Source: an optimization exercise on an open RTL-to-GDS flow (aim: small area, a short achievable clock period and few clock cycles). Production flows keep margins and buffers that such runs may drop. RTL that was checked went through simulation tests only; none was proved equivalent to the original. For runs 1 and 2, only the layout was checked, not whether the RTL still works. Power and IR drop assume default switching activity.

**flow/flow/run.sh**
```bash
#!/bin/bash
# The standard layout (the standard.sh, standard synthesis included) with two
# make settings changed:
#  - delay cells are added to the don't-use list, so the port buffers and timing
#    repair use ordinary buffers instead of slow delay buffers;
#  - timing repair may swap a cell for one of another footprint.
# Everything else (floorplan, power grid, tap cells, placement, CTS, routing) is
# the standard flow. The make output goes to flow_make.log in the work folder.
set -euo pipefail
PLATFORM_DONT_USE="sky130_fd_sc_hd__probe_p_8 sky130_fd_sc_hd__probec_p_8 sky130_fd_sc_hd__lpflow_bleeder_1 sky130_fd_sc_hd__lpflow_clkbufkapwr_1 sky130_fd_sc_hd__lpflow_clkbufkapwr_16 sky130_fd_sc_hd__lpflow_clkbufkapwr_2 sky130_fd_sc_hd__lpflow_clkbufkapwr_4 sky130_fd_sc_hd__lpflow_clkbufkapwr_8 sky130_fd_sc_hd__lpflow_clkinvkapwr_1 sky130_fd_sc_hd__lpflow_clkinvkapwr_16 sky130_fd_sc_hd__lpflow_clkinvkapwr_2 sky130_fd_sc_hd__lpflow_clkinvkapwr_4 sky130_fd_sc_hd__lpflow_clkinvkapwr_8 sky130_fd_sc_hd__lpflow_decapkapwr_12 sky130_fd_sc_hd__lpflow_decapkapwr_3 sky130_fd_sc_hd__lpflow_decapkapwr_4 sky130_fd_sc_hd__lpflow_decapkapwr_6 sky130_fd_sc_hd__lpflow_decapkapwr_8 sky130_fd_sc_hd__lpflow_inputiso0n_1 sky130_fd_sc_hd__lpflow_inputiso0p_1 sky130_fd_sc_hd__lpflow_inputiso1n_1 sky130_fd_sc_hd__lpflow_inputiso1p_1 sky130_fd_sc_hd__lpflow_inputisolatch_1 sky130_fd_sc_hd__lpflow_isobufsrc_1 sky130_fd_sc_hd__lpflow_isobufsrc_16 sky130_fd_sc_hd__lpflow_isobufsrc_2 sky130_fd_sc_hd__lpflow_isobufsrc_4 sky130_fd_sc_hd__lpflow_isobufsrc_8 sky130_fd_sc_hd__lpflow_isobufsrckapwr_16 sky130_fd_sc_hd__lpflow_lsbuf_lh_hl_isowell_tap_1 sky130_fd_sc_hd__lpflow_lsbuf_lh_hl_isowell_tap_2 sky130_fd_sc_hd__lpflow_lsbuf_lh_hl_isowell_tap_4 sky130_fd_sc_hd__lpflow_lsbuf_lh_isowell_4 sky130_fd_sc_hd__lpflow_lsbuf_lh_isowell_tap_1 sky130_fd_sc_hd__lpflow_lsbuf_lh_isowell_tap_2 sky130_fd_sc_hd__lpflow_lsbuf_lh_isowell_tap_4"
DELAY_CELLS="sky130_fd_sc_hd__clkdlybuf4s15_1 sky130_fd_sc_hd__clkdlybuf4s15_2 sky130_fd_sc_hd__clkdlybuf4s18_1 sky130_fd_sc_hd__clkdlybuf4s18_2 sky130_fd_sc_hd__clkdlybuf4s25_1 sky130_fd_sc_hd__clkdlybuf4s25_2 sky130_fd_sc_hd__clkdlybuf4s50_1 sky130_fd_sc_hd__clkdlybuf4s50_2 sky130_fd_sc_hd__dlygate4sd1_1 sky130_fd_sc_hd__dlygate4sd2_1 sky130_fd_sc_hd__dlygate4sd3_1 sky130_fd_sc_hd__dlymetal6s2s_1 sky130_fd_sc_hd__dlymetal6s4s_1 sky130_fd_sc_hd__dlymetal6s6s_1"
bash standard.sh "DONT_USE_CELLS=$PLATFORM_DONT_USE $DELAY_CELLS" MATCH_CELL_FOOTPRINT=0 finish > flow_make.log 2>&1
```
**flow/standard.sh**
```bash
#!/bin/bash
# synth_recipe.tcl (not shown) runs the flow's synth.tcl, then flattens the netlist and writes it again
# the make line also repeats each setting of config.mk as NAME=value (left out here)
make -C /OpenROAD-flow-scripts/flow DESIGN_CONFIG=/design/flow/config.mk WORK_HOME=/design/flow/orfs CLKGATE_MAP_FILE= SYNTH_SCRIPT=/design/flow/synth_recipe.tcl "${@:-finish}"
```
**flow/config.mk**
```make
export PLATFORM = sky130hd
export DESIGN_NAME = tagctrl_top
export DESIGN_NICKNAME = tagctrl_top
export VERILOG_FILES = /design/flow/design.v
export SDC_FILE = /design/flow/constraint.sdc
export NUM_CORES = 4
export LEC_CHECK = 0
export ABC_AREA = 1
export CAP_MARGIN = 40
export CORE_MARGIN = 2
export CORE_UTILIZATION = 70
export CTS_CLUSTER_DIAMETER = 100
export CTS_CLUSTER_SIZE = 24
export PLACE_DENSITY = 0.72
export SETUP_SLACK_MARGIN = 3.0
export SLEW_MARGIN = 40
export TNS_END_PERCENT = 10
```
**flow/constraint.sdc**
```tcl
create_clock -name core_clock -period 5.0 [get_ports {clk_i}]
set_input_delay 1.0000 -clock core_clock [delete_from_list [all_inputs] [get_ports {clk_i}]]
set_output_delay 1.0000 -clock core_clock [all_outputs]
set_load 0.01 [all_outputs]
```
**flow/design.v**
```verilog
package tagctrl_pkg;
  typedef struct packed {
    logic [32-1:0] addr;
    logic                       write;
    logic [64-1:0] wdata;
    logic                       tag;
  } tagctrl_req_t;
  typedef struct packed {
    logic [32-1:0]    addr;
    logic                          write;
    logic [64-1:0]    wdata;
    logic                          tag;          
    logic [8-1:0] tag_idx;
    logic                          err;          
    logic                          stored_tag;   
  } tagctrl_desc_t;
  typedef struct packed {
    logic [32-$clog2(64/8)-1:0] word_addr;
    logic                                                 write;
    logic [64-1:0]                           wdata;
  } tagctrl_mem_req_t;
  typedef struct packed {
    logic [64-1:0] rdata;
  } tagctrl_mem_rsp_t;
  localparam int unsigned DescW   = 32 + 1 + 64 + 1 + 8 + 2;
  localparam int unsigned MemRspW = 64;
  typedef struct packed {
    logic [64-1:0] rdata;
    logic                       tag;
    logic                       write;
    logic                       err;
  } tagctrl_rsp_t;
endpackage
`timescale 1ns/1ps
module tagctrl_stream_fifo #(
  parameter int unsigned Width     = 1,
  parameter int unsigned Depth     = 4
) (
  input  logic     clk_i,
  input  logic     reset_i,
  input  logic     valid_i,
  output logic     ready_o,
  input  logic [Width-1:0] data_i,
  output logic     valid_o,
  input  logic     ready_i,
  output logic [Width-1:0] data_o
);
  localparam int unsigned PtrW = (Depth > 1) ? $clog2(Depth) : 1;
  localparam int unsigned CntW = $clog2(Depth + 1);
  logic [Width-1:0]    mem_q [Depth];
  logic [PtrW-1:0]     wr_ptr_q, rd_ptr_q;
  logic [CntW-1:0]     count_q;
  logic                empty, push, pop;
  assign empty   = (count_q == '0);
  assign ready_o = (count_q != CntW'(Depth));
  assign valid_o = !empty || valid_i;
  assign data_o  = empty ? data_i : mem_q[rd_ptr_q];
  assign push = valid_i && ready_o && !(empty && ready_i);
  assign pop  = !empty && ready_i;
  always_ff @(posedge clk_i) begin
    if (reset_i) begin
      wr_ptr_q <= '0;
      rd_ptr_q <= '0;
      count_q  <= '0;
    end else begin
      if (push) begin
        wr_ptr_q <= (wr_ptr_q == PtrW'(Depth - 1)) ? '0 : wr_ptr_q + 1'b1;
      end
      if (pop) begin
        rd_ptr_q <= (rd_ptr_q == PtrW'(Depth - 1)) ? '0 : rd_ptr_q + 1'b1;
      end
      if (push && !pop) begin
        count_q <= count_q + 1'b1;
      end else if (pop && !push) begin
        count_q <= count_q - 1'b1;
      end
    end
  end
  always_ff @(posedge clk_i) begin
    if (push) begin
      mem_q[wr_ptr_q] <= data_i;
    end
  end
endmodule
`timescale 1ns/1ps
module tagctrl_decode (
  input  logic                      clk_i,
  input  logic                      reset_i,
  input  logic                      req_valid_i,
  input  tagctrl_pkg::tagctrl_req_t req_i,
  output logic                      req_ready_o,
  output logic                      desc_valid_o,
  output tagctrl_pkg::tagctrl_desc_t desc_o,
  input  logic                      desc_ready_i
);
  localparam int unsigned AddrW        = 32;
  localparam int unsigned TagIdxW      = 8;
  localparam int unsigned GranuleBytes = 128 / 8;
  localparam logic [AddrW-1:0] RegionBase = 32'h8000_0000;
  localparam logic [AddrW-1:0] RegionLen  = AddrW'(4096);
  tagctrl_pkg::tagctrl_desc_t desc_d, desc_q;
  logic                       valid_q;
  logic [AddrW-1:0]           offset;
  logic                       in_region;
  always_comb begin
    offset    = req_i.addr - RegionBase;
    in_region = (offset < RegionLen);
    desc_d       = '0;
    desc_d.addr  = req_i.addr;
    desc_d.write = req_i.write;
    desc_d.wdata = req_i.wdata;
    desc_d.tag   = req_i.tag;
    desc_d.err   = !in_region;
    if (in_region) begin
      desc_d.tag_idx = TagIdxW'(offset / GranuleBytes);
    end
  end
  assign req_ready_o = !valid_q || desc_ready_i;
  always_ff @(posedge clk_i) begin
    if (reset_i) begin
      valid_q <= 1'b0;
    end else if (req_ready_o) begin
      valid_q <= req_valid_i;
    end
  end
  always_ff @(posedge clk_i) begin
    if (req_valid_i && req_ready_o) begin
      desc_q <= desc_d;
    end
  end
  assign desc_valid_o = valid_q;
  assign desc_o       = desc_q;
endmodule
`timescale 1ns/1ps
module tagctrl_tag_store (
  input  logic                       clk_i,
  input  logic                       reset_i,
  input  logic                       desc_valid_i,
  input  tagctrl_pkg::tagctrl_desc_t desc_i,
  output logic                       desc_ready_o,
  output logic                       desc_valid_o,
  output tagctrl_pkg::tagctrl_desc_t desc_o,
  input  logic                       desc_ready_i
);
  localparam int unsigned NumTags = (4096 / (128 / 8));
  logic [NumTags-1:0]         tags_q;
  tagctrl_pkg::tagctrl_desc_t desc_q;
  logic                       valid_q;
  logic                       accept;
  logic                       is_read, is_write;
  assign desc_ready_o = !valid_q || desc_ready_i;
  assign accept       = desc_valid_i && desc_ready_o;
  assign is_read  = !desc_i.err && !desc_i.write;
  assign is_write = !desc_i.err && desc_i.write;
  always_ff @(posedge clk_i) begin
    if (reset_i) begin
      valid_q <= 1'b0;
      tags_q  <= '0;
    end else begin
      if (desc_ready_o) begin
        valid_q <= desc_valid_i;
      end
      if (accept && is_write) begin
        tags_q[desc_i.tag_idx] <= desc_i.tag;
      end
    end
  end
  always_ff @(posedge clk_i) begin
    if (accept) begin
      desc_q            <= desc_i;
      desc_q.stored_tag <= is_read ? tags_q[desc_i.tag_idx] : 1'b0;
    end
  end
  assign desc_valid_o = valid_q;
  assign desc_o       = desc_q;
endmodule
`timescale 1ns/1ps
module tagctrl_mem_issue (
  input  logic                          desc_valid_i,
  input  tagctrl_pkg::tagctrl_desc_t    desc_i,
  output logic                          desc_ready_o,
  output logic                          mem_req_valid_o,
  output tagctrl_pkg::tagctrl_mem_req_t mem_req_o,
  input  logic                          mem_req_ready_i,
  output logic                          fifo_valid_o,
  output tagctrl_pkg::tagctrl_desc_t    fifo_desc_o,
  input  logic                          fifo_ready_i
);
  localparam int unsigned AddrW    = 32;
  localparam int unsigned WordOffW = $clog2(64 / 8);
  logic needs_mem;
  logic mem_ok;
  assign needs_mem = !desc_i.err;
  assign mem_ok    = !needs_mem || mem_req_ready_i;
  assign mem_req_valid_o = desc_valid_i && needs_mem && fifo_ready_i;
  assign fifo_valid_o = desc_valid_i && mem_ok;
  assign desc_ready_o = fifo_ready_i && mem_ok;
  always_comb begin
    mem_req_o           = '0;
    mem_req_o.word_addr = desc_i.addr[AddrW-1:WordOffW];
    mem_req_o.write     = desc_i.write;
    mem_req_o.wdata     = desc_i.wdata;
  end
  assign fifo_desc_o = desc_i;
endmodule
`timescale 1ns/1ps
module tagctrl_resp_merge (
  input  logic                          desc_valid_i,
  input  tagctrl_pkg::tagctrl_desc_t    desc_i,
  output logic                          desc_ready_o,
  input  logic                          mem_valid_i,
  input  tagctrl_pkg::tagctrl_mem_rsp_t mem_i,
  output logic                          mem_ready_o,
  output logic                          rsp_valid_o,
  output tagctrl_pkg::tagctrl_rsp_t     rsp_o,
  input  logic                          rsp_ready_i
);
  logic is_read;
  logic done;
  assign is_read = !desc_i.write && !desc_i.err;
  assign rsp_valid_o = desc_valid_i && (!is_read || mem_valid_i);
  assign done        = rsp_valid_o && rsp_ready_i;
  assign desc_ready_o = done;
  assign mem_ready_o  = done && is_read;
  always_comb begin
    rsp_o       = '0;
    rsp_o.write = desc_i.write;
    rsp_o.err   = desc_i.err;
    if (is_read) begin
      rsp_o.rdata = mem_i.rdata;
      rsp_o.tag   = desc_i.stored_tag;
    end
  end
endmodule
`timescale 1ns/1ps
module tagctrl_top #(
  parameter int unsigned RdDepth = 4,    
  parameter int unsigned DqDepth = 10    
) (
  input  logic                          clk_i,
  input  logic                          reset_i,
  input  logic                          req_valid_i,
  input  logic [31:0]                   req_addr_i,
  input  logic                          req_write_i,
  input  logic [63:0]                   req_wdata_i,
  input  logic                          req_tag_i,
  output logic                          req_ready_o,
  output logic                          rsp_valid_o,
  output logic [63:0]                   rsp_rdata_o,
  output logic                          rsp_tag_o,
  output logic                          rsp_write_o,
  output logic                          rsp_err_o,
  input  logic                          rsp_ready_i,
  output logic                          mem_req_valid_o,
  output logic [28:0]                   mem_req_addr_o,
  output logic                          mem_req_write_o,
  output logic [63:0]                   mem_req_wdata_o,
  input  logic                          mem_req_ready_i,
  input  logic                          mem_rsp_valid_i,
  input  logic [63:0]                   mem_rsp_rdata_i
);
  localparam int unsigned RdPtrW = (RdDepth > 1) ? $clog2(RdDepth) : 1;
  logic        rdy_q;                  
  logic        sv_q;                   
  logic [8:0]  s_a;                    
  logic        s_w, s_t, s_iw;
  logic [63:0] s_d;
  logic        hv_q;                   
  logic [8:0]  h_a;                    
  logic [63:0] h_d;
  logic        h_w;
  logic        h_t, h_iw, h_wc;        
  logic        mv_q;                   
  logic        h_cr;                   
  logic        take, in_iw, h_leave, h_free;
  logic        n_v, n_iw, n_w;         
  logic        rd_wait, grant, cr_ok, mv_d;
  logic [DqDepth-1:0] qv_q;            
  logic               q_push, q_pop, q_space, q_space_d;
  assign in_iw = (req_addr_i[31:12] == 20'h80000);
  assign take  = req_valid_i && rdy_q;
  assign q_space = q_space_d;
  assign h_leave = hv_q && (h_iw ? (mv_q && mem_req_ready_i) : (q_space && (h_wc || h_cr)));
  assign h_free  = !hv_q || h_leave;
  always_comb begin
    if (sv_q) begin
      n_v  = 1'b1;
      n_iw = s_iw;
      n_w  = s_w;
    end else begin
      n_v  = take;
      n_iw = in_iw;
      n_w  = req_write_i;
    end
  end
  assign q_space_d = !qv_q[DqDepth-3];
  logic [RdDepth-1:0] cr_q;            
  logic               release_rd;      
  logic               release_err;     
  assign release_err = h_leave && !h_iw && !h_wc;
  assign cr_ok   = !cr_q[RdDepth-1] || release_rd || release_err;
  assign rd_wait = h_free ? (n_v && !n_w) : (hv_q && !h_wc && !h_cr);
  assign grant   = rd_wait && cr_ok && q_space_d;
  always_comb begin
    if (h_free) mv_d = n_v && n_iw && (n_w ? q_space_d : grant);
    else        mv_d = mv_q || (hv_q && h_iw && (h_wc ? q_space_d : grant));
  end
  always_ff @(posedge clk_i) begin
    if (h_free) h_cr <= grant;
    else        h_cr <= h_cr || grant;
  end
  always_ff @(posedge clk_i) begin
    if (reset_i) begin
      cr_q <= '0;
    end else begin
      case ({grant, release_rd, release_err})
        3'b100:         cr_q <= {cr_q[RdDepth-2:0], 1'b1};
        3'b010, 3'b001: cr_q <= {1'b0, cr_q[RdDepth-1:1]};
        3'b011:         cr_q <= {2'b00, cr_q[RdDepth-1:2]};
        3'b111:         cr_q <= {1'b0, cr_q[RdDepth-1:1]};
        default:        cr_q <= cr_q;
      endcase
    end
  end
  logic [255:0] tags_q;
  logic [15:0]  h_hi, h_lo;
  logic [7:0]   n_idx;
  logic [15:0]  n_hi, n_lo;
  logic         h_wq, h_rd;            
  logic [15:0]  w_grp;                 
  logic [15:0]  grp_tag_q;             
  assign n_idx = sv_q ? s_a[8:1] : req_addr_i[11:4];
  always_comb begin
    for (int j = 0; j < 16; j++) begin
      n_hi[j] = (n_idx[7:4] == 4'(j));
      n_lo[j] = (n_idx[3:0] == 4'(j));
    end
  end
  always_ff @(posedge clk_i) begin
    if (reset_i) begin
      h_hi <= '1;
      h_lo <= '1;
      h_wq <= 1'b1;
      h_t  <= 1'b0;
    end else if (h_free) begin
      h_hi <= n_hi;
      h_lo <= n_lo;
      h_wq <= n_v && n_iw && n_w;
      h_t  <= sv_q ? s_t : req_tag_i;
    end
  end
  assign h_rd  = h_iw && !h_wc;
  assign w_grp = h_hi & {16{h_wq}};
  always_ff @(posedge clk_i) begin
    for (int i = 0; i < 256; i++) begin
      if (w_grp[i/16] && h_lo[i%16]) begin
        tags_q[i] <= h_t;
      end
    end
  end
  always_ff @(posedge clk_i) begin
    for (int j = 0; j < 16; j++) begin
      grp_tag_q[j] <= h_rd && h_hi[j] && |(tags_q[16*j +: 16] & h_lo);
    end
  end
  logic [DqDepth-1:0] qe_q, qw_q, qt_q;   
  logic               new_e, new_w, new_t;
  logic               dh_v, dh_e, dh_w, dh_t, dh_rd;
  logic               p_v, p_e, p_w;      
  always_ff @(posedge clk_i) begin
    if (reset_i) p_v <= 1'b0;
    else         p_v <= h_leave;
  end
  always_ff @(posedge clk_i) begin
    p_e <= !h_iw;
    p_w <= h_wc;
  end
  assign q_push = p_v;
  assign new_e  = p_e;
  assign new_w  = p_w;
  assign new_t  = !p_e && !p_w && |grp_tag_q;
  assign dh_v  = qv_q[0];
  assign dh_e  = qe_q[0];
  assign dh_w  = qw_q[0];
  assign dh_t  = qt_q[0];
  assign dh_rd = !dh_e && !dh_w;
  always_ff @(posedge clk_i) begin
    for (int k = 0; k < DqDepth; k++) begin
      if (q_pop) begin
        if (k < DqDepth - 1 && qv_q[k+1]) begin
          qe_q[k] <= qe_q[k+1];
          qw_q[k] <= qw_q[k+1];
          qt_q[k] <= qt_q[k+1];
        end else begin
          qe_q[k] <= new_e;
          qw_q[k] <= new_w;
          qt_q[k] <= new_t;
        end
      end else if (!qv_q[k]) begin
        qe_q[k] <= new_e;
        qw_q[k] <= new_w;
        qt_q[k] <= new_t;
      end
    end
  end
  logic [63:0]        rd_mem [RdDepth];
  logic [RdDepth-1:0] fv_q;
  logic [RdPtrW-1:0]  fwp_q, frp_q;
  logic               f_ne_q;          
  logic               f_push, f_pop;
  always_ff @(posedge clk_i) begin
    for (int k = 0; k < RdDepth; k++) begin
      if (!fv_q[k]) rd_mem[k] <= mem_rsp_rdata_i;
    end
  end
  logic        ov_q;
  logic [63:0] o_rdata;
  logic        o_tag, o_write, o_err;
  logic        o_free, o_load, o_next;
  assign o_free     = !ov_q || rsp_ready_i;
  assign o_next     = dh_v && (!dh_rd || f_ne_q || mem_rsp_valid_i);
  assign o_load     = o_free && o_next;
  assign q_pop      = o_load;
  assign release_rd = o_load && dh_rd;
  assign f_pop      = o_load && dh_rd && f_ne_q;
  assign f_push     = mem_rsp_valid_i && !(o_load && dh_rd && !f_ne_q);
  logic [RdDepth-1:0] o_sel_f;
  logic               o_sel_m;
  logic [63:0]        o_data;
  always_comb begin
    for (int k = 0; k < RdDepth; k++) o_sel_f[k] = dh_rd && f_ne_q && (frp_q == RdPtrW'(k));
    o_sel_m = dh_rd && !f_ne_q;
    o_data  = {64{o_sel_m}} & mem_rsp_rdata_i;
    for (int k = 0; k < RdDepth; k++) o_data = o_data | ({64{o_sel_f[k]}} & rd_mem[k]);
  end
  always_ff @(posedge clk_i) begin
    if (reset_i) begin
      o_rdata <= '0;
      o_tag   <= 1'b0;
      o_write <= 1'b0;
      o_err   <= 1'b0;
    end else if (o_free) begin
      o_rdata <= o_data;
      o_tag   <= dh_t;
      o_write <= dh_w;
      o_err   <= dh_e;
    end
  end
  logic sv_d;
  assign sv_d = sv_q ? !h_free : (take && !h_free);
  always_ff @(posedge clk_i) begin
    if (reset_i) begin
      rdy_q  <= 1'b1;
      sv_q   <= 1'b0;
      hv_q   <= 1'b0;
      mv_q   <= 1'b0;
      ov_q   <= 1'b0;
      qv_q   <= '0;
      fv_q   <= '0;
      fwp_q  <= '0;
      frp_q  <= '0;
      f_ne_q <= 1'b0;
    end else begin
      rdy_q <= !sv_d;
      sv_q  <= sv_d;
      if (h_free) hv_q <= n_v;
      mv_q  <= mv_d;
      if (o_free) ov_q <= o_next;
      if (q_push && !q_pop)      qv_q <= {qv_q[DqDepth-2:0], 1'b1};
      else if (q_pop && !q_push) qv_q <= {1'b0, qv_q[DqDepth-1:1]};
      if (f_push) begin
        fv_q[fwp_q] <= 1'b1;
        fwp_q       <= (fwp_q == RdPtrW'(RdDepth - 1)) ? '0 : fwp_q + 1'b1;
      end
      if (f_pop) begin
        fv_q[frp_q] <= 1'b0;
        frp_q       <= (frp_q == RdPtrW'(RdDepth - 1)) ? '0 : frp_q + 1'b1;
      end
      if (f_pop) f_ne_q <= fv_q[(frp_q == RdPtrW'(RdDepth - 1)) ? '0 : frp_q + 1'b1] || f_push;
      else       f_ne_q <= f_ne_q || f_push;
    end
  end
  always_ff @(posedge clk_i) begin
    if (!sv_q) begin
      s_a  <= req_addr_i[11:3];
      s_w  <= req_write_i;
      s_d  <= req_wdata_i;
      s_t  <= req_tag_i;
      s_iw <= in_iw;
    end
  end
  always_ff @(posedge clk_i) begin
    if (reset_i) begin
      h_a <= '0;
      h_w <= 1'b0;
      h_d <= '0;
    end else if (h_free) begin
      if (sv_q) begin
        h_a <= s_a;
        h_w <= s_w;
        h_d <= s_d;
      end else begin
        h_a <= req_addr_i[11:3];
        h_w <= req_write_i;
        h_d <= req_wdata_i;
      end
    end
  end
  always_ff @(posedge clk_i) begin
    if (h_free) begin
      if (sv_q) begin
        h_wc  <= s_w;
        h_iw  <= s_iw;
      end else begin
        h_wc  <= req_write_i;
        h_iw  <= in_iw;
      end
    end
  end
  assign req_ready_o     = rdy_q;
  assign mem_req_valid_o = mv_q;
  assign mem_req_addr_o  = {20'h80000, h_a};
  assign mem_req_write_o = h_w;
  assign mem_req_wdata_o = h_d;
  assign rsp_valid_o     = ov_q;
  assign rsp_rdata_o     = o_rdata;
  assign rsp_tag_o       = o_tag;
  assign rsp_write_o     = o_write;
  assign rsp_err_o       = o_err;
endmodule
```
==> impl.org, run 1 <==
** Outcome
- Status :: complete, no violations

** Critical path
- On the worst path, the slowest cell contributes a delay of 370 ps.
- Count of buffering cells on the critical path with inverters included :: 1
- Endpoint class of the critical path :: primary output
- Cell family with most CP delay :: flip-flops
- By startpoint and endpoint, the worst setup path is classified as flip-flop to primary output.
- On the critical path, the stage with the largest delay is an instance of sky130_fd_sc_hd__dfxtp_1.
- Required time worst endpoint :: 4000 ps
- For the worst setup path, the data arrival time is 1140 ps.
- STA classifies the critical path startpoint as a flip-flop.
- Cells along the critical path :: buf_4
- Of all nets on the critical path, the largest fanout is 2.

** Run
- The tool flagged a number of max-cap violations equal to 0.

** Clocking
- Level count of the clock H-tree :: 2
- Clock latency at the later pin of the worst-skew pair :: 620 ps
- CTS root buffer :: sky130_fd_sc_hd__clkbuf_16
- TritonCTS built the clock tree.
- CTS sink cnt :: 843
- TritonCTS created 41 clock buffers.
- After clock tree synthesis, the clock-pin slew on the worst setup and hold paths is 100 ps.
- Number of buffers on the longest clock path :: 3

** Synth
- The cell area that synthesis handed to floorplanning was 32300 sq um.
- Post-Syn Instances :: 2902
- Total of warnings raised by yosys :: 6
- Flip-flop and latch count after synthesis :: 843
- Synthesized area per cell :: 11.1 sq um
- Sequential cells were found to cover 68.3% of the synthesized design area.
- Number of distinct library cells after synthesis :: 44

** Timing
- Ratio of final minimum period to clock period :: 42.8%
- Max Slew Vio Count :: 0
- Shortest period the worst path allows :: 2140 ps
- On the final layout, the worst hold slack is 486 ps.
- The count of endpoints failing hold in the final timing report came to 0.
- For this run, the top clock speed supported by timing is 0.468 GHz.
- Number of failing setup endpoints in the final timing report :: 0
- Remaining max-slew budget at the tightest pin :: 40.9%
- Across the routed clock network, the largest skew measured is 21.5 ps.
- Unrepaired setup endpoints after global routing :: yes
- Tightest Pin Transition :: 887 ps
- Adding up every negative setup slack in the final design gives 0 ps.
- After layout, the worst setup slack is 2860 ps.

** Drt
- Router iterations before antenna repair :: 8
- After the first detailed-routing iteration, the DRC count stood at 3042.
- For this run, design rule violations remaining after detail routing come to 0.
- Wirelength, routed :: 87.5 mm
- Total via count after detailed routing :: 23900
- Detailed-route wire length per cell :: 23.0 um
- After detailed routing, the number of vias per cell comes to 6.28.
- Once detail routing completed, the nets flagged for antenna violations numbered 0.

** Pwr
- Proportion of power drawn by combinational gates :: 12.4%
- VDD sags by at most 374 uV.
- Power spread over the standard cell area amounts to 384 nW/um^2.
- The clock network is responsible for 27.2% of the overall power.
- Int Power :: 10.1 mW
- Of the total power, the share spent switching nets is 26.4%.
- Total leakage power :: 13.5 nW
- Seq pwr share :: 60.3%
- Switching power summed over all nets :: 3.64 mW

** Global routing
- Largest net degree at the start of global routing :: 144
- Global-route wire length before repair :: 128 mm
- The number of global-route vias before repair came to 22800.
- Global routing consumed, over all layers together, 35.4% of the routing resources.
- The total overflow left after global routing is 0.
- Number of antenna violations at the first check in global routing :: 18

** Placed design
- The HPWL after detailed placement is 50.4 mm.
- IO buf count :: 308
- Post-Place Setup Slack :: 1700 ps
- Once placement finished, the instance area stood at 33700 sq um.
- Routability cong. :: 0.819

** Layout
- Share of cells above drive strength 1 :: 12.8%
- For this run, the post-layout net count is 3337.
- The area growth from synthesis to layout is 11.2%.
- Finished layout cell area :: 35900 sq um
- Cells fill 79.0% of the core in the end.

** Floorplanning
- Area of the core :: 45500 sq um
- The die covers 47900 sq um.
- The initialized floorplan defines 78 standard-cell rows.
- In this run the count of I/O pins placed on the die edge is 332.
- Measured along the y axis, the die boundary spans 219 um.
- In this run the horizontal extent of the chip is 219 um.
- Once the floorplan was initialized, standard cells occupied 71.0% of the core.

** Hold path
- Worst Hold Class :: flip-flop to flip-flop
-- what timing repair did --
item | CTS | global route
pin swaps | 5 | 6
cloned | 8 | 5
setup buffers | 12 | 30
hold buffers | 0 | 0
endpoints found under the setup margin | 391 | 603
resized for setup | 252 | 68
-- through the flow --
stage          std cells  power [mW]
2_1_floorplan       2920        9.39
3_3_place_gp        3651        9.89
3_5_place_dp        3657        10.0
4_1_cts             3751        13.7
5_1_grt             3798        14.2
6_report            3804        13.8
-- metal layers --
metal / GRT usage (%) / routed length (um) / share of wire, %
met2: 55.9 / 41400 / 47
met5: 0 / 24 / 0.027
met4: 15.0 / 3480 / 4.0
met3: 8.73 / 9850 / 11
met1: 47.5 / 32700 / 37
-- synth_stat cells (all sizes together) --
master / number / share of area, %
nor4: 7 / 0.14
a41oi: 77 / 2.1
nor2: 306 / 3.7
nor3: 1 / 0.015
o21ai: 321 / 5.1
or2: 85 / 1.6
a31o: 1 / 0.027
inv: 176 / 2.0
buf: 72 / 1.3
nand3: 115 / 2.0
a221oi: 57 / 1.5
dfxtp: 326 / 20
clkinv: 18 / 0.21
edfxtp: 517 / 48
clkbuf: 139 / 1.6
a21oi: 176 / 2.8
ha: 13 / 0.50
nand4: 12 / 0.30
conb: 2 / 0.023
o211a: 1 / 0.031
nand2: 408 / 4.8
o211ai: 16 / 0.37
a31oi: 1 / 0.019
and2: 1 / 0.019
a211oi: 8 / 0.19
a22o: 46 / 1.2
-- layout by cell type (no fill, tap or decap), types with 9 or more instances in the layout --
master | Yosys | layout
sky130_fd_sc_hd__buf_2 | 35 | 39
sky130_fd_sc_hd__dfxtp_1 | 326 | 304
sky130_fd_sc_hd__buf_1 | 9 | 212
sky130_fd_sc_hd__clkbuf_1 | 139 | 29
sky130_fd_sc_hd__a41oi_1 | 77 | 77
sky130_fd_sc_hd__nand3_1 | 108 | 107
sky130_fd_sc_hd__clkinv_1 | 17 | 10
sky130_fd_sc_hd__buf_6 | 2 | 19
sky130_fd_sc_hd__o21ai_2 | 7 | 9
sky130_fd_sc_hd__edfxtp_1 | 517 | 517
sky130_fd_sc_hd__inv_2 | 11 | 11
sky130_fd_sc_hd__o211ai_1 | 16 | 16
sky130_fd_sc_hd__o21ai_0 | 310 | 310
sky130_fd_sc_hd__dfxtp_2 | 0 | 19
sky130_fd_sc_hd__a22o_1 | 46 | 46
sky130_fd_sc_hd__clkbuf_16 | 0 | 45
sky130_fd_sc_hd__or2_2 | 78 | 80
sky130_fd_sc_hd__conb_1 | 2 | 20
sky130_fd_sc_hd__nor2_1 | 295 | 295
sky130_fd_sc_hd__ha_1 | 13 | 12
sky130_fd_sc_hd__a221oi_1 | 57 | 57
sky130_fd_sc_hd__buf_4 | 26 | 33
sky130_fd_sc_hd__nand2_1 | 402 | 400
sky130_fd_sc_hd__diode_2 | 0 | 17
sky130_fd_sc_hd__clkbuf_2 | 0 | 72
sky130_fd_sc_hd__nand4_1 | 10 | 10
sky130_fd_sc_hd__inv_1 | 165 | 159
sky130_fd_sc_hd__a21oi_1 | 173 | 173
-- flip-flops by register name, indices dropped and copies added, names as in the netlist, 9 cells and up --
name and count:
qe_q 10, tags_q 256, h_lo 16, grp_tag_q 16, qv_q 10, rd_mem 256, h_a 9, h_d 64
s_d 64, qt_q 10, s_a 9, h_hi 16, qw_q 10, o_rdata 64
-- kinds of logic (layout without fill, tap and decap cells) --
logic type | after synthesis | count (layout) | share of synthesized area [%]
other | 2 | 37 | 0.0233
AOI/OAI and AO/OA | 704 | 704 | 13.4
and+or+nand+nor | 935 | 942 | 12.6
DFF | 843 | 843 | 68.3
adders and majority gates | 13 | 13 | 0.504
buffers and inverters | 405 | 665 | 5.20
-- path summary, 6_finish.rpt --
check                           cells past startpoint  slack, ps   startpoint              end
worst max-delay path                                1       2860  o_rdata[25]  rsp_rdata_o[25]
worst min register to register                      2        490      qt_q[0]            o_tag
worst max register to register                      4       2870      h_lo[3]     grp_tag_q[2]
worst min-delay path                                2        490      qt_q[0]            o_tag
-- power groups by stage --
stage | registers, mW | clock network, mW | logic (mW)
floorplan | 8.44 | 0 | 0.949
finish | 8.32 | 3.75 | 1.71
CTS | 8.30 | 3.76 | 1.63
detailed placement | 8.46 | 0 | 1.54
global placement | 8.44 | 0 | 1.45
global route | 8.36 | 3.99 | 1.86
-- layout make-up --
cell class                      count  area (sq um)
Fill cell                        2889          9560
Sequential cell                   843         22100
Timing Repair inverter              2          16.3
Inverter                          194           847
Antenna cell                       17          42.5
Multi-Input combinational cell   1679          8770
Timing Repair Buffer              395          2210
Clock buffer                       70          1130
Tap cell                          600           751
Clock inverter                      4          71.3
==> run 2, diff against run 1 <==
--- a/flow/config.mk
+++ b/flow/config.mk
@@ -14,4 +14,4 @@
 export PLACE_DENSITY = 0.72
-export SETUP_SLACK_MARGIN = 3.0
+export SETUP_SLACK_MARGIN = 3.1
 export SLEW_MARGIN = 40
-export TNS_END_PERCENT = 10
+export TNS_END_PERCENT = 15
==> impl.org, run 2 <==
** Outcome
- Status :: complete, no violations

** Critical path
- Data on the critical path arrives at its endpoint at 2700 ps.
- Number of cells on the critical path :: 4
- Count of buffering cells on the critical path with inverters included :: 1
- The number of cells on the worst reg-to-reg path is 4.
- The most critical setup path has its startpoint at h_lo[3].
- Crit-path max cell delay :: 760 ps
- The startpoint identified for the worst register-to-register timing path is h_lo[3].
- STA classifies the critical path startpoint as a flip-flop.
- Maximum fanout count along the critical path :: 10
- Walking the worst path, the cells encountered are buf_1 -> a22o_1 -> a221oi_1 -> a41oi_1.
- Endpoint class of the critical path :: flip-flop
- Crit path to :: grp_tag_q[2]
- Among all stages on the critical path, the largest delay is contributed by sky130_fd_sc_hd__buf_1.
- Required time worst endpoint :: 5520 ps
- Cell family with most CP delay :: buffers and inverters
- Register-to-register setup slack :: 2810 ps
- The worst register-to-register path ends at grp_tag_q[2].
- The worst setup path is of the flip-flop to flip-flop kind.

** Clocking
- Level count of the clock H-tree :: 2
- Number of hold buffers added after CTS :: 0
- TritonCTS created 41 clock buffers.
- The clock reaches the later pin of the worst-skew pair after 620 ps.
- Clock tree synthesis found a total of 843 sinks.
- In this run the clock root is driven by a sky130_fd_sc_hd__clkbuf_16.
- Clock transition at the register clock pins on the worst setup and hold paths after CTS :: 100 ps
- The longest clock path from root to sink contains 3 buffers.
- TritonCTS built the clock tree.

** Timing
- After layout, the worst path uses 43.7% of the clock period.
- On the final layout, the worst hold slack is 491 ps.
- Fin Clk Skew :: 22.8 ps
- For this run, the top clock speed supported by timing is 0.458 GHz.
- The count of endpoints failing hold in the final timing report was 0.
- For the finished layout, the period the worst path requires is 2190 ps.
- Remaining max-slew budget at the tightest pin :: 36.9%
- In the final timing run, aggregate negative setup slack is 0 ps.
- Setup ws final :: 2810 ps
- The number of slew-limit violations in the final report came to 0.
- At the pin with the least slew margin, the transition time is 946 ps.
- Setup violations remaining at the end of the flow were counted as 0.
- Unrepaired setup endpoints after global routing :: yes

** Floorplanning
- Full die area :: 47900 sq um
- Area of the core :: 45500 sq um
- In this run the vertical extent of the chip is 219 um.
- I/O Pins :: 332
- The floorplan step set the die width to 219 um.
- Effective utilization at floorplan :: 71.0%
- Number of placement rows :: 78

** Layout
- Non-Filler Instances :: 3852
- In the layout the commonest cells are sky130_fd_sc_hd__edfxtp_1 (517), sky130_fd_sc_hd__nand2_1 (396), sky130_fd_sc_hd__o21ai_0 (297).
- From synthesis to final layout, the design area changed by 14.1%.
- For this run, the post-layout net count is 3386.
- Final design utilization :: 81.0%
- In the final layout, the share of cells above drive strength 1 is 15.5%.
- The finished cells cover 36800 sq um.
- The library cell used most frequently in the layout, excluding fill and tap cells, is sky130_fd_sc_hd__edfxtp_1.
- The largest registers in the layout are rd_mem: 256 flops, tags_q: 256 flops.

** Pwr
- Summed over all cells, the static leakage comes to 13.9 nW.
- Maximum vdd ir drop :: 375 uV
- Post-route total power :: 13.9 mW
- Power spread over the standard cell area amounts to 378 nW/um^2.

** Placed design
- Post-detail-place hpwl :: 50.4 mm
- Total cell area at the placement stage :: 33700 sq um
- IO buf count :: 308
- Placed cells :: 3657
- OpenSTA, run right after detailed placement, puts the worst setup slack at 1700 ps.
- Routability cong. :: 0.819

** Drt
- Via density per instance :: 6.41
- Detailed-route wire length per cell :: 24.6 um
- After detailed routing, the number of remaining DRC violations is 0.
- Wirelength, routed :: 94.6 mm
- Initial drt markers :: 3293
- The first detailed-routing pass took 5 iterations.
- Antenna Nets Post-Route :: 0
- Total via count after detailed routing :: 24700

** Synth
- In this run the biggest area consumer among cell types represents 48.1% of the synthesized area.
- Synthesis produced 2902 cells.
- Counting flops and latches in the post-synthesis netlist gives 843.
- After synthesis, the cell types taking the most area are sky130_fd_sc_hd__edfxtp_1 (48%), sky130_fd_sc_hd__dfxtp_1 (20%), sky130_fd_sc_hd__o21ai_0 (4.8%).
- Total of warnings raised by yosys :: 6
- Most frequently used cell type in the post-synthesis netlist :: sky130_fd_sc_hd__edfxtp_1
- The number of different library cells used by synthesis comes to 44.
- The share of the Yosys chip area taken by registers is 68.3%.
- Prevailing post-synth register cell :: sky130_fd_sc_hd__edfxtp_1
- Leading cell types by count after synthesis :: sky130_fd_sc_hd__edfxtp_1 (517), sky130_fd_sc_hd__nand2_1 (402), sky130_fd_sc_hd__dfxtp_1 (326)
- Library cell with the largest summed area after synthesis :: sky130_fd_sc_hd__edfxtp_1
- Of all flip-flops after synthesis, the portion carrying an async set or reset was 0%.
- Syn Std Cell Area :: 32300 sq um
- The synthesized design contains 517 enable-type register cells.
- Synthesized area per cell :: 11.1 sq um

** Run
- Max Cap Violations :: 0

** Global routing
- The number of global-route vias before repair was 22800.
- Total GRT Usage :: 35.4%
- Largest net degree at the start of global routing :: 144
- The first global-routing pass estimated 128 mm of wire.
- Number of antenna violations at the first check in global routing :: 18
- Overflow left after global routing :: 0

** Hold path
- In this run the worst hold path is classified as flip-flop to flip-flop.
run 2: cell counts after synthesis:
Identical to the previous run, type by type.
run 2: worst register-to-register path: cells and delay by family, from the launching register on:
| kind | cells | cell delay [ps] |
|---|---|---|
| compound gates | 3 | 660 |
| buf+inv | 1 | 770 |
| flops | 1 | 660 |
run 2: worst min path at each step:
stage	from	endpoint	slack [ps]	cells after the start
3_3_place_gp	h_wc	p_w	430	0
6_report	qt_q[0]	o_tag	490	2
5_1_grt	cr_q[1]	cr_q[0]	510	2
3_5_place_dp	h_wc	p_w	430	0
4_1_cts	h_w	h_w	490	2
2_1_floorplan	h_wc	p_w	410	0
run 2: report_power, final:
| group | internal [mW] | switching (mW) |
|---|---|---|
| Sequential | 8.05 | 0.279 |
| Combinational | 0.546 | 1.26 |
| Clock | 1.59 | 2.19 |
| Total | 10.2 | 3.73 |
run 2: layer usage:
layer	part of all wire, %	global-route usage (%)	vias up
li1	-	-	10800
met2	47	55.7	1710
met3	13	8.52	266
met4	4.1	15.1	4
met5	0.026	0	-
met1	36	47.7	11900
run 2: layout make-up:
cell class                      count  area (sq um)
Antenna cell                       16          40.0
Clock buffer                       70          1130
Multi-Input combinational cell   1680          9040
Tap cell                          600           751
Timing Repair inverter             10          86.3
Clock inverter                      4          71.3
Sequential cell                   843         22100
Timing Repair Buffer              435          2780
Fill cell                        2710          8630
Inverter                          194           855
run 2: timing repair:
action,in CTS,in global routing
endpoints found under the setup margin,649,672
setup buffers,14,58
pin swaps,5,25
resized for setup,255,224
cloned,8,24
hold endpoints to repair,0,0
run 2: logic make-up (layout without fill, tap and decap cells):
family                     after synthesis  in the layout  share of synthesized area, %
and+or+nand+nor                        935            943                          12.6
DFF                                    843            843                          68.3
other                                    2             36                        0.0233
buffers and inverters                  405            713                          5.20
AOI/OAI and AO/OA                      704            704                          13.4
adders and majority gates               13             13                         0.504
==> run 3, diff against run 2 <==
--- a/flow/design.v
+++ b/flow/design.v
@@ -261,3 +261,2 @@
 );
-  localparam int unsigned RdPtrW = (RdDepth > 1) ? $clog2(RdDepth) : 1;
   logic        rdy_q;                  
@@ -407,3 +406,3 @@
   logic [RdDepth-1:0] fv_q;
-  logic [RdPtrW-1:0]  fwp_q, frp_q;
+  logic [RdDepth-1:0] fwp_q, frp_q;     
   logic               f_ne_q;          
@@ -430,3 +429,3 @@
   always_comb begin
-    for (int k = 0; k < RdDepth; k++) o_sel_f[k] = dh_rd && f_ne_q && (frp_q == RdPtrW'(k));
+    for (int k = 0; k < RdDepth; k++) o_sel_f[k] = dh_rd && f_ne_q && frp_q[k];
     o_sel_m = dh_rd && !f_ne_q;
@@ -459,4 +458,4 @@
       fv_q   <= '0;
-      fwp_q  <= '0;
-      frp_q  <= '0;
+      fwp_q  <= RdDepth'(1);
+      frp_q  <= RdDepth'(1);
       f_ne_q <= 1'b0;
@@ -471,10 +470,9 @@
       if (f_push) begin
-        fv_q[fwp_q] <= 1'b1;
-        fwp_q       <= (fwp_q == RdPtrW'(RdDepth - 1)) ? '0 : fwp_q + 1'b1;
+        fwp_q <= {fwp_q[RdDepth-2:0], fwp_q[RdDepth-1]};
       end
       if (f_pop) begin
-        fv_q[frp_q] <= 1'b0;
-        frp_q       <= (frp_q == RdPtrW'(RdDepth - 1)) ? '0 : frp_q + 1'b1;
+        frp_q <= {frp_q[RdDepth-2:0], frp_q[RdDepth-1]};
       end
-      if (f_pop) f_ne_q <= fv_q[(frp_q == RdPtrW'(RdDepth - 1)) ? '0 : frp_q + 1'b1] || f_push;
+      fv_q <= (fv_q | (fwp_q & {RdDepth{f_push}})) & ~(frp_q & {RdDepth{f_pop}});
+      if (f_pop) f_ne_q <= |(fv_q & {frp_q[RdDepth-2:0], frp_q[RdDepth-1]}) || f_push;
       else       f_ne_q <= f_ne_q || f_push;
--- a/flow/config.mk
+++ b/flow/config.mk
@@ -14,4 +14,4 @@
 export PLACE_DENSITY = 0.72
-export SETUP_SLACK_MARGIN = 3.1
+export SETUP_SLACK_MARGIN = 3.0
 export SLEW_MARGIN = 40
-export TNS_END_PERCENT = 15
+export TNS_END_PERCENT = 10
==> impl.org, run 3 <==
** Critical path
- Crit path to :: rsp_rdata_o[45]
- Launch point of the critical path :: o_rdata[45]
- In this run the critical register-to-register path is captured at grp_tag_q[5].
- Required time worst endpoint :: 4000 ps
- The largest single stage delay on the critical path is 360 ps.
- Highest-delay cell along the critical path :: sky130_fd_sc_hd__dfxtp_1
- In this run the number of cells on the critical path is 1.
- Crit Path Class :: flip-flop to primary output
- The worst setup path is captured at a primary output.
- Setup slack on the worst reg-to-reg path comes out at 2880 ps.
- Critical path arrival :: 1120 ps
- The worst register-to-register path has a depth of 5.
- Maximum fanout count along the critical path :: 2
- Among cell families on the critical path, the largest total delay comes from flip-flops.
- The worst register-to-register path begins at h_lo[7].
- STA classifies the critical path startpoint as a flip-flop.
- Walking the worst path, the cells encountered are clkbuf_2.
- Count of buffering cells on the critical path with inverters included :: 1

** Synth
- Sorting the synthesized cells by area gives the leading types as sky130_fd_sc_hd__edfxtp_1 (49%), sky130_fd_sc_hd__dfxtp_1 (21%), sky130_fd_sc_hd__nand2_1 (5.8%).
- Summing the areas of all compound-gate instances in the mapped netlist gives 12.3% of the synthesized area.
- Most frequently used cell type in the post-synthesis netlist :: sky130_fd_sc_hd__edfxtp_1
- Post-Syn Instances :: 2894
- Flip-flop and latch count after synthesis :: 847
- Syn Std Cell Area :: 32000 sq um
- Count of flip-flops with a built-in enable after synthesis :: 517
- Async S/R FF share, synth :: 0%
- Each instance of the synthesized netlist takes up on average 11.1 sq um.
- Adder-cell area share of the yosys netlist :: 0.0391%
- In this run the biggest area consumer among cell types represents 48.5% of the synthesized area.
- The commonest cells after synthesis are sky130_fd_sc_hd__edfxtp_1 (517), sky130_fd_sc_hd__nand2_1 (497), sky130_fd_sc_hd__dfxtp_1 (330).
- Counting distinct cell types in the post-synthesis netlist gives 40.
- Parity-gate share of the synthesized area counting xor and xnor cells :: 0%
- Library cell with the largest summed area after synthesis :: sky130_fd_sc_hd__edfxtp_1
- Of the synthesized area, sequential elements account for 69.2%.
- Multiplexer cells account for 0.250% of the synthesized area.
- Total of warnings raised by yosys :: 6
- Largest family of logic cells by synthesized area :: simple AND/OR/NAND/NOR gates
- Among all flip-flop cells after synthesis, the most frequent one is sky130_fd_sc_hd__edfxtp_1.
- The synthesized netlist devotes 13.5% of its cell area to simple gates.

** Clocking
- For this design, the sink count on the clock tree is 847.
- The H-tree generated during clock tree synthesis spans 2 levels.
- CTS root buffer :: sky130_fd_sc_hd__clkbuf_16
- Clock tree synthesis inserted a total of 41 buffers.
- Clock latency at the later pin of the worst-skew pair :: 610 ps
- Clock transition at the register clock pins on the worst setup and hold paths after CTS :: 90 ps
- TritonCTS built the clock tree.
- The clock passes through at most 3 buffers.

** Global routing
- The initial antenna violation count was 6.
- Overflow left after global routing :: 0
- The first global-routing pass estimated 124 mm of wire.
- Via count of the first global-routing pass :: 22300
- In the global route stage, overall resource usage came out at 34.2%.
- Entering global routing, the biggest net connects 176 pins.

** Timing
- Setup repair after global routing could not meet its margin everywhere.
- Shortest period the worst path allows :: 2120 ps
- The worst path uses 42.5% of the clock period.
- Summed over all failing endpoints, the final setup total negative slack is 0 ps.
- The count of endpoints failing hold in the final timing report was 0.
- In this run the tightest slew margin relative to its limit is 39.4%.
- Fin Clk Skew :: 23.3 ps
- Setup ws final :: 2880 ps
- Max Slew Vio Count :: 0
- Setup violations remaining at the end of the flow were counted as 0.
- For the pin with the worst max-slew slack, the measured transition is 908 ps.
- Fmax achieved :: 0.471 GHz
- Worst-case hold slack :: 474 ps

** Floorplanning
- The die is 218 um wide.
- In this run the vertical extent of the chip is 218 um.
- For this configuration, the core starts out at a cell density of 70.7%.
- I/O Pins :: 332
- The die covers 47400 sq um.
- Number of placement rows :: 78
- The core region is 45300 sq um.

** Drt
- The final layout contains routed wiring with a total length of 83.3 mm.
- Summing over every cut layer, the via total after detailed routing is 23400.
- After the first detailed-routing iteration, the DRC count stood at 2659.
- Router iterations before antenna repair :: 7
- Final routed DRC violation total :: 0
- The count of nets left with antenna violations once routing finished came out at 0.
- Detailed-route wire length per cell :: 22.1 um
- Using the TritonRoute via totals, the vias-per-cell ratio works out to 6.21.

** Layout
- Share of cells above drive strength 1 :: 10.8%
- Filler instances :: 2945
- Finished layout cell area :: 35400 sq um
- Final design utilization :: 78.2%
- Commonest non-fill, non-tap cells in the layout :: sky130_fd_sc_hd__edfxtp_1 (517), sky130_fd_sc_hd__nand2_1 (495), sky130_fd_sc_hd__dfxtp_1 (311)
- Non-Filler Instances :: 3771
- Registers with the highest flip-flop counts :: rd_mem: 256 flops, tags_q: 256 flops
- The library cell used most frequently in the layout, excluding fill and tap cells, is sky130_fd_sc_hd__edfxtp_1.
- After the last flow step, the layout net total stands at 3312.
- Relative to the synthesized area, the layout overhead comes to 10.7%.

** Placed design
- IO buf count :: 308
- Total cell area at the placement stage :: 33500 sq um
- Post-Place Setup Slack :: 1910 ps
- Post-detail-place hpwl :: 47.5 mm
- Once placement completed, the tool counted placed cells totaling 3653.
- Routability cong. :: 0.877

** Outcome
- The flow ran to the end and the layout has no timing, DRC or antenna violations.

** Pwr
- Total leakage power :: 13.5 nW
- Maximum vdd ir drop :: 432 uV
- Post-route total power :: 13.6 mW
- Power spread over the standard cell area amounts to 385 nW/um^2.

** Run
- Max Cap Violations :: 0

** Hold path
- Worst Hold Class :: flip-flop to flip-flop
## run 3: cell count changes after synthesis, sizes merged, moves of 31 or more
cell / before / now
a221oi: 57 / 92
a31oi: 1 / 32
a21oi: 176 / 134
nand2: 408 / 497
o21ai: 321 / 283
inv: 176 / 138
## run 3: layer usage
| metal | global-route usage [%] | wire [um] | vias up |
|---|---|---|---|
| met5 | 0 | 56 | - |
| met4 | 14.5 | 2980 | 10 |
| met1 | 44.8 | 31500 | 11400 |
| met3 | 7.09 | 8360 | 221 |
| li1 | - | - | 10600 |
| met2 | 55.9 | 40400 | 1204 |
## run 3: kinds of logic after synthesis
kind of cell    after synthesis
mux                           8
flops                       847
buf+inv                     366
simple gates               1029
fa+ha+maj                     1
other cells                   2
compound gates              641
## run 3: worst min path at each step
stage,start,endpoint,cells past startpoint
final,fwp_q[2],fwp_q[2],2
after global routing,fwp_q[3],fwp_q[3],2
after CTS,fwp_q[2],fwp_q[2],2
after detailed placement,fwp_q[0],fwp_q[0],2
after global placement,fwp_q[0],fwp_q[0],2
after floorplan,h_wc,p_w,0
## run 3: layout make-up
| cell class | count | area (sq um) | area share [%] |
|---|---|---|---|
| Timing Repair inverter | 2 | 13.8 | 0.0389 |
| Clock buffer | 69 | 1130 | 3.19 |
| Sequential cell | 847 | 22200 | 62.6 |
| Clock inverter | 1 | 20.0 | 0.0565 |
| Multi-Input combinational cell | 1703 | 8600 | 24.3 |
| Inverter | 155 | 637 | 1.80 |
| Timing Repair Buffer | 393 | 2100 | 5.94 |
| Antenna cell | 1 | 2.50 | 0.00706 |
| Tap cell | 600 | 751 | 2.12 |
## run 3: report_power, final
| group | internal [mW] | total [mW] | switching (mW) | leakage, nW |
|---|---|---|---|---|
| clock | 1.57 | 3.67 | 2.10 | 0.548 |
| combinational | 0.473 | 1.63 | 1.16 | 5.04 |
| sequential | 8.06 | 8.33 | 0.271 | 7.89 |
## run 3: tightest hold or removal path, cell delays in order, from the launching register on
cell and delay, ps:
sky130_fd_sc_hd__dfxtp_1 320, sky130_fd_sc_hd__nand2_1 60, sky130_fd_sc_hd__a21oi_1 50
## run 3: timing repair
action / in CTS / in global routing
hold buffers: 0 / 0
setup endpoints to repair: 467 / 439
resized for setup: 54 / 169
buffers inserted: 16 / 19
cloned: 6 / 3
pin swaps: 4 / 6
Testbench counts of run 3, summed over its fixed seeds: cycles 15,692.
==> run 4, diff against run 3 <==
--- a/flow/config.mk
+++ b/flow/config.mk
@@ -15,3 +15,3 @@
 export SETUP_SLACK_MARGIN = 3.0
-export SLEW_MARGIN = 40
+export SLEW_MARGIN = 60
 export TNS_END_PERCENT = 10
==> impl.org, run 4 <==
** Synth
- Ranked by total cell area, the synthesized netlist is headed by sky130_fd_sc_hd__edfxtp_1 (49%), sky130_fd_sc_hd__dfxtp_1 (21%), sky130_fd_sc_hd__nand2_1 (5.8%).
- For this run, the number of Yosys warnings is 6.
- Counting flops with a built-in enable in the synthesized netlist gives 517.
- In the synthesized netlist the dominant register cell turns out to be sky130_fd_sc_hd__edfxtp_1.
- Library cell with the largest summed area after synthesis :: sky130_fd_sc_hd__edfxtp_1
- Most frequently used cell type in the post-synthesis netlist :: sky130_fd_sc_hd__edfxtp_1
- Synthesized area per cell :: 11.1 sq um
- Leading cell types by count after synthesis :: sky130_fd_sc_hd__edfxtp_1 (517), sky130_fd_sc_hd__nand2_1 (497), sky130_fd_sc_hd__dfxtp_1 (330)
- Async S/R FF share, synth :: 0%
- The number of different library cells used by synthesis comes to 40.
- Summing the sequential cell areas from Yosys gives 69.2% of the chip area.
- Syn Std Cell Area :: 32000 sq um
- Synthesis handed over a netlist of 2894 instances.
- In this run, synthesis produced a sequential element count of 847.
- Area fraction of the dominant cell type after synthesis :: 48.5%

** Drt
- In this run the remaining antenna-violating nets after routing total 0.
- Before antenna repair, the detailed router went through 8 iterations.
- Wirelength, routed :: 83.4 mm
- Dividing the detail-routed wire length by the instance count gives 22.1 um.
- After detailed routing, the number of remaining DRC violations is 0.
- Total via count after detailed routing :: 23300
- Initial drt markers :: 2739
- After detailed routing, the number of vias per cell comes to 6.19.

** Clocking
- Level count of the clock H-tree :: 2
- Clock-pin slew was measured on the worst setup and hold paths at 100 ps.
- CTS sink cnt :: 847
- Clock tree from TritonCTS :: built
- Clock latency at the later pin of the worst-skew pair :: 600 ps
- TritonCTS buffer count :: 41
- CTS root buffer :: sky130_fd_sc_hd__clkbuf_16
- Number of buffers on the longest clock path :: 3

** Layout
- Cells with a size suffix above 1 make up 15.6% of the layout.
- Registers with the highest flip-flop counts :: rd_mem: 256 flops, tags_q: 256 flops
- In the final design database the tool counted 3312 nets.
- Compared with the post-synthesis result, the final layout area differs by 11.9%.
- In the layout the commonest cells are sky130_fd_sc_hd__edfxtp_1 (517), sky130_fd_sc_hd__nand2_1 (491), sky130_fd_sc_hd__nor2_1 (294).
- Once layout is complete, the cells apart from fillers number 3770.
- Commonest non-fill, non-tap cell in the layout :: sky130_fd_sc_hd__edfxtp_1

** Placed design
- Placed cells :: 3662
- IO buf count :: 308
- Summed over all nets, the half-perimeter wirelength after detailed placement is 48.6 mm.
- Post-Place Setup Slack :: 1910 ps
- Routability cong. :: 0.877

** Global routing
- The initial antenna violation count is 8.
- Total GRT Usage :: 34.3%
- After global routing the overflow that remains totals 0.
- Global-route wire length before repair :: 124 mm
- Via count of the first global-routing pass :: 22300
- Largest net degree at the start of global routing :: 85

** Pwr
- Pwr dens :: 382 nW/um^2
- Of the total power, registers draw 61.0%.
- Total leakage power :: 13.8 nW
- Of the total power, the share spent switching nets is 25.8%.
- Combinational logic burns 12.2% of the power.
- Summed over all nets, the switching power comes to 3.52 mW.
- Maximum vdd ir drop :: 376 uV
- Post-route total power :: 13.7 mW
- Part of the total power dissipated in the clock network :: 26.7%
- The internal power of the cells totals 10.1 mW.

** Timing
- Summed over all failing endpoints, the final setup total negative slack is 0 ps.
- Max Slew Vio Count :: 0
- The count of endpoints failing hold in the final timing report was 0.
- Remaining max-slew budget at the tightest pin :: 59.6%
- The routed design could run at a clock period as short as 2100 ps.
- Setup slack on the critical path of the routed design comes to 2900 ps.
- Between clock sinks in the finished design, the worst skew comes to 24.2 ps.
- Tightest Pin Transition :: 607 ps
- Unrepaired setup endpoints after global routing :: yes
- Of the available clock period, the critical path in the final layout requires 41.9%.
- Number of failing setup endpoints in the final timing report :: 0
- Timing would allow up to 0.477 GHz.

** Critical path
- For the worst setup path, the data required time is 5500 ps.
- Highest-delay cell along the critical path :: sky130_fd_sc_hd__dfxtp_1
- Crit Path Class :: flip-flop to flip-flop
- Cells along the critical path :: clkbuf_2 -> a22o_1 -> a221oi_1 -> nand4_1 -> and3_1
- Startpoint Class :: flip-flop
- Critical path arrival :: 2600 ps
- The worst setup path is captured at a flip-flop.
- Across all register-to-register paths, the minimum setup slack is 2900 ps.
- Along the worst path, the maximum fanout reaches 11.
- In this design, the stage delay of the slowest critical-path cell is 460 ps.

** Floorplanning
- The total area inside the core boundary comes to 45300 sq um.
- Number of placement rows :: 78
- During I/O placement, the number of pins put on the boundary was 332.
- Once the floorplan was initialized, standard cells occupied 70.7% of the core.
- The die covers 47400 sq um.
- Die boundary height :: 218 um
- Horizontal extent of the die :: 218 um

** Outcome
- Status :: complete, no violations

** Run
- Max Cap Violations :: 0

** Hold path
- Worst Hold Class :: flip-flop to flip-flop
## run 4: cell count changes in the layout (fill, tap and decap cells not counted), moves of 5 or more
| cell | before | now |
|---|---|---|
| sky130_fd_sc_hd__dfxtp_1 | 311 | 230 |
| sky130_fd_sc_hd__dfxtp_2 | 16 | 96 |
| sky130_fd_sc_hd__buf_1 | 237 | 181 |
| sky130_fd_sc_hd__buf_4 | 15 | 41 |
| sky130_fd_sc_hd__buf_6 | 12 | 22 |
| sky130_fd_sc_hd__buf_2 | 21 | 29 |
| sky130_fd_sc_hd__clkbuf_2 | 85 | 92 |
| sky130_fd_sc_hd__clkinv_1 | 7 | 0 |
| sky130_fd_sc_hd__inv_2 | 16 | 21 |
## run 4: layer usage
metal  share of wire [%]  up-vias  global-route usage [%]
li1                    -    10600                       -
met1                  38    11300                    44.4
met2                  49     1216                    57.5
met3                  10      206                    7.50
met4                 3.4       12                    12.4
met5               0.090        -                       0
## run 4: power groups by stage
stage,logic (mW),clock network [mW],registers [mW]
floorplan,0.919,0,8.45
global placement,1.41,0,8.47
detailed placement,1.53,0,8.48
CTS,1.60,3.69,8.33
global route,1.82,3.91,8.39
finish,1.67,3.65,8.34
## run 4: timing repair
item	in CTS	in global routing
gates resized for setup	323	106
pin swaps	3	5
cloned	6	3
hold buffers	0	0
setup endpoints to repair	327	289
buffers inserted	14	15
## run 4: logic make-up after synthesis
kind of cell	Yosys count	share of synthesized area [%]
adders and majority gates	1	0.0391
DFF	847	69.2
buffers and inverters	366	4.70
other	2	0.0235
AOI/OAI and AO/OA	641	12.3
muxes	8	0.250
and+or+nand+nor	1029	13.5
## run 4: worst max-delay path: cells and delay by family (launching register included)
kind / cells / cell delay (ps)
AO/OA/AOI/OAI: 2 / 580
buffers and inverters: 1 / 400
AND/OR/NAND/NOR: 2 / 540
flip-flops: 1 / 460
## run 4: layout make-up
class,instances,area (sq um)
diodes,2,5.00
clock buffers,67,1120
clock inverters,1,20.0
fillers,2877,9470
inverters,155,638
multi-input cells,1702,8630
flip-flops and latches,847,22300
well taps,600,751
repair buffers,393,2360
repair inverters,3,22.5
## run 4: stage by stage
step | area, sq um | hold WS, ps | utilization (%)
after floorplan | 32100 | 394 | -
after global placement | 33300 | 449 | 73.5
after detailed placement | 33700 | 456 | 74.3
after CTS | 35500 | 475 | 78.3
after global routing | 35800 | 492 | 79.1
final | 35800 | 475 | 79.1
## run 4: final timing paths
path,start,endpoint,cells past startpoint
max reg2reg,h_lo[15],grp_tag_q[5],5
min,cr_q[2],cr_q[3],2
min reg2reg,cr_q[2],cr_q[3],2
max,h_lo[15],grp_tag_q[5],5
==> run 5, diff against run 4 <==
--- a/flow/config.mk
+++ b/flow/config.mk
@@ -8,3 +8,3 @@
 export ABC_AREA = 1
-export CAP_MARGIN = 40
+export CAP_MARGIN = 60
 export CORE_MARGIN = 2
==> impl.org, run 5 <==
** Synth
- Leading cell types by count after synthesis :: sky130_fd_sc_hd__edfxtp_1 (517), sky130_fd_sc_hd__nand2_1 (497), sky130_fd_sc_hd__dfxtp_1 (330)
- Parity-gate share of the synthesized area counting xor and xnor cells :: 0%
- Proportion of synthesized area in mux cells :: 0.250%
- Library cell with the largest summed area after synthesis :: sky130_fd_sc_hd__edfxtp_1
- Number of distinct library cells after synthesis :: 40
- The most used flip-flop cell after synthesis is sky130_fd_sc_hd__edfxtp_1.
- Of the total synthesized cell area, the portion taken by AND, OR, NAND and NOR gates is 13.5%.
- Summing the areas of all compound-gate instances in the mapped netlist gives 12.3% of the synthesized area.
- After synthesis, the share of flip-flops with an asynchronous set or reset is 0%.
- Largest family of logic cells by synthesized area :: simple AND/OR/NAND/NOR gates
- Syn Std Cell Area :: 32000 sq um
- Adder-cell area share of the yosys netlist :: 0.0391%
- Synthesized area per cell :: 11.1 sq um
- Largest cells by area after synthesis :: sky130_fd_sc_hd__edfxtp_1 (49%), sky130_fd_sc_hd__dfxtp_1 (21%), sky130_fd_sc_hd__nand2_1 (5.8%)
- Flip-flop and latch count after synthesis :: 847
- The synthesized design devotes to its leading area cell type 48.5% of total area.
- sky130_fd_sc_hd__edfxtp_1 is the most common cell in the netlist.
- Total of warnings raised by yosys :: 6
- Count of flip-flops with a built-in enable after synthesis :: 517
- Of the synthesized area, sequential elements account for 69.2%.
- Post-Syn Instances :: 2894

** Critical path
- Along the worst path, the maximum fanout reaches 11.
- The setup check on the worst reg-to-reg path leaves a slack of 2880 ps.
- STA classifies the critical path endpoint as a flip-flop.
- Data on the critical path is required at its endpoint by 5500 ps.
- Startpoint Class :: flip-flop
- Worst Reg-to-Reg Cells :: 5
- The startpoint identified for the worst register-to-register timing path is h_lo[15].
- RR Endpoint :: grp_tag_q[5]
- Critical path arrival :: 2620 ps
- The critical path is of the flip-flop to flip-flop type.

** Drt
- Summed over all layers, the routed wires come to 83.5 mm.
- After the first detailed-routing iteration, the DRC count stood at 2737.
- Dividing the detail-routed via count by the number of cells gives 6.19.
- Router iterations before antenna repair :: 5
- Total via count after detailed routing :: 23400
- For this run, design rule violations remaining after detail routing come to 0.
- Detailed-route wire length per cell :: 22.1 um
- Antenna Nets Post-Route :: 0

** Pwr
- Seq pwr share :: 61.0%
- The analysis attributes to net switching a power of 3.53 mW.
- IR analysis of the VDD net gives a maximum drop of 379 uV.
- Of the total power, combinational logic draws 12.3%.
- Total leakage power :: 13.8 nW
- The clock network is responsible for 26.8% of the overall power.
- Switching power share of the total :: 25.8%
- Pwr dens :: 382 nW/um^2
- The design draws 13.7 mW.
- Internal power comes to 10.2 mW.

** Global routing
- Global routing used 34.3% of the available tracks.
- Overflow left after global routing :: 0
- Global-route wire length before repair :: 124 mm
- Largest net degree at the start of global routing :: 85
- The number of global-route vias before repair was 22300.
- The initial antenna violation count was 8.

** Layout
- In the final layout, the registers with the most flip-flops are rd_mem: 256 flops, tags_q: 256 flops.
- Final design utilization :: 79.1%
- Commonest non-fill, non-tap cell in the layout :: sky130_fd_sc_hd__edfxtp_1
- Leaving out fill and tap cells, the most frequent cells in the layout are sky130_fd_sc_hd__edfxtp_1 (517), sky130_fd_sc_hd__nand2_1 (491), sky130_fd_sc_hd__nor2_1 (294).
- Leaving out filler cells and counting taps, the final layout contains 3772.
- Layout area overhead :: 12.0%
- Of the cells placed in the final design, the portion with a size suffix greater than 1 is 15.7%.
- Fin nets :: 3314

** Timing
- Max Slew Vio Count :: 0
- Setup Total Neg Slack :: 0 ps
- Between clock sinks in the finished design, the worst skew comes to 25.5 ps.
- Number of failing setup endpoints in the final timing report :: 0
- The count of endpoints failing hold in the final timing report was 0.
- The clock period could shrink to 2120 ps.
- Measured against its own limit, the worst slew margin works out to 59.8%.
- Of the available clock period, the critical path in the final layout requires 42.4%.
- For the pin with the worst max-slew slack, the measured transition is 603 ps.
- Derived from the worst setup path, the maximum achievable clock frequency is 0.472 GHz.
- Unrepaired setup endpoints after global routing :: yes
- Worst-case hold slack :: 473 ps

** Floorplanning
- I/O Pins :: 332
- Horizontal extent of the die :: 218 um
- Area of the core :: 45300 sq um
- The die is 218 um tall.
- Row generation in the floorplan step produced 78 rows.
- Effective utilization at floorplan :: 70.7%
- The die covers 47400 sq um.

** Clocking
- The clock drives 847 sinks.
- Clock transition at the register clock pins on the worst setup and hold paths after CTS :: 100 ps
- The tree is rooted in a sky130_fd_sc_hd__clkbuf_16.
- The clock passes through at most 3 buffers.
- Clock latency at the later pin of the worst-skew pair :: 600 ps
- Clock tree from TritonCTS :: built
- Buffers inserted during clock tree synthesis total 41.
- The H-tree was split into 2 levels.

** Hold path
- Startpoint of the most critical hold path :: cr_q[2]
- Worst hold endpoint :: cr_q[3]
- The tightest min-delay check is of the flip-flop to flip-flop type.
- The worst hold path was traced through 2 stages.

** Placed design
- IO buf count :: 308
- The wire-length estimate of the detail-placed layout is 48.6 mm.
- Routability cong. :: 0.877
- Placed cells :: 3662

** Outcome
- Status :: complete, no violations

** Run
- The tool flagged a number of max-cap violations equal to 0.
-- run 5: cell type report --
cell class                 count  area (sq um)
antenna                        2          5.00
clock buffer                  67          1120
clock inverter                 1          20.0
fill                        2875          9450
inverter                     155           638
multi-input combinational   1702          8630
sequential                   847         22300
tap                          600           751
timing repair buffer         395          2390
timing repair inverter         3          22.5
-- run 5: kinds of logic (layout without fill, tap and decap cells) --
group	Yosys count	after routing
AO/OA/AOI/OAI	641	641
flip-flops	847	847
multiplexers	8	8
buffers and inverters	366	621
adder cells (fa/ha/maj)	1	1
other	2	22
AND/OR/NAND/NOR	1029	1032
-- run 5: how the worst max path moves through the flow --
stage / from / endpoint / slack, ps / depth (start not counted)
3_3_place_gp: qw_q[0] / o_rdata[18] / 1830 / 8
6_report: h_lo[15] / grp_tag_q[5] / 2880 / 5
2_1_floorplan: rsp_ready_i / qv_q[0] / 2520 / 9
4_1_cts: h_a[6] / mem_req_addr_o[6] / 2900 / 1
5_1_grt: qe_q[0] / o_rdata[45] / 2870 / 11
3_5_place_dp: rsp_ready_i / qv_q[8] / 1910 / 8
-- run 5: worst max-delay path, stage by stage, from the launching register on --
cell and delay [ps]:
sky130_fd_sc_hd__dfxtp_1 470, sky130_fd_sc_hd__clkbuf_2 410, sky130_fd_sc_hd__a22o_1 290, sky130_fd_sc_hd__a221oi_1 290
sky130_fd_sc_hd__nand4_1 310, sky130_fd_sc_hd__and3_1 240
-- run 5: power by group through the flow --
stage / clock network, mW / registers, mW / logic, mW
2_1_floorplan: 0 / 8.45 / 0.919
3_3_place_gp: 0 / 8.47 / 1.41
3_5_place_dp: 0 / 8.48 / 1.53
4_1_cts: 3.69 / 8.33 / 1.60
5_1_grt: 3.91 / 8.39 / 1.83
6_report: 3.66 / 8.34 / 1.68
-- run 5: metal layers --
layer,up-vias,track usage (%),routed length (um)
met5,-,0,77
met1,11400,44.4,31500
met2,1114,57.5,40900
li1,10600,-,-
met3,221,7.50,8190
met4,12,12.4,2940
-- run 5: metrics by stage --
step / setup WS, ps / area [sq um]
finish: 2880 / 35800
global route: 2870 / 35800
CTS: 2900 / 35500
detailed placement: 1910 / 33700
global placement: 1830 / 33300
floorplan: 2520 / 32100
-- run 5: repair_timing --
item	in CTS	in global routing
resized for setup	323	106
setup endpoints to repair	327	288
pin swaps	3	5
hold buffers	0	0
cloned	6	3
buffers inserted	14	15

[what the ideal ports hide]
In the flow no input, the clock included, has a driving cell. The finished layouts below were timed again as built, in two steps.
Step 1, drivers: a clkbuf_16 drives clk_i and a buf_2 each remaining input, both assumed.
Step 2 times the ports against the registers' clock, not the clock port: input delays grow and output delays shrink by t, the midpoint of the rising clock arrivals with the driver on.
Slacks: ideal / step 1 / step 2; pairs: ideal / step 1.
run	shift t [ns]	slack for setup (ns)	clock arrival spread, ns
run 1	0.666	2.862 / 2.802 / 2.322	0.026 / 0.026
run 2	0.671	2.814 / 2.785 / 2.322	0.028 / 0.028
run 3	0.653	2.877 / 2.817 / 2.372	0.024 / 0.023
run 4	0.649	2.905 / 2.854 / 2.432	0.031 / 0.031
run 5	0.649	2.882 / 2.853 / 2.434	0.033 / 0.033
After both steps every run listed still meets setup and hold. For run 1, which loses most, drivers alone change the setup slack by -0.060 ns; drivers and shift together by -0.540 ns.
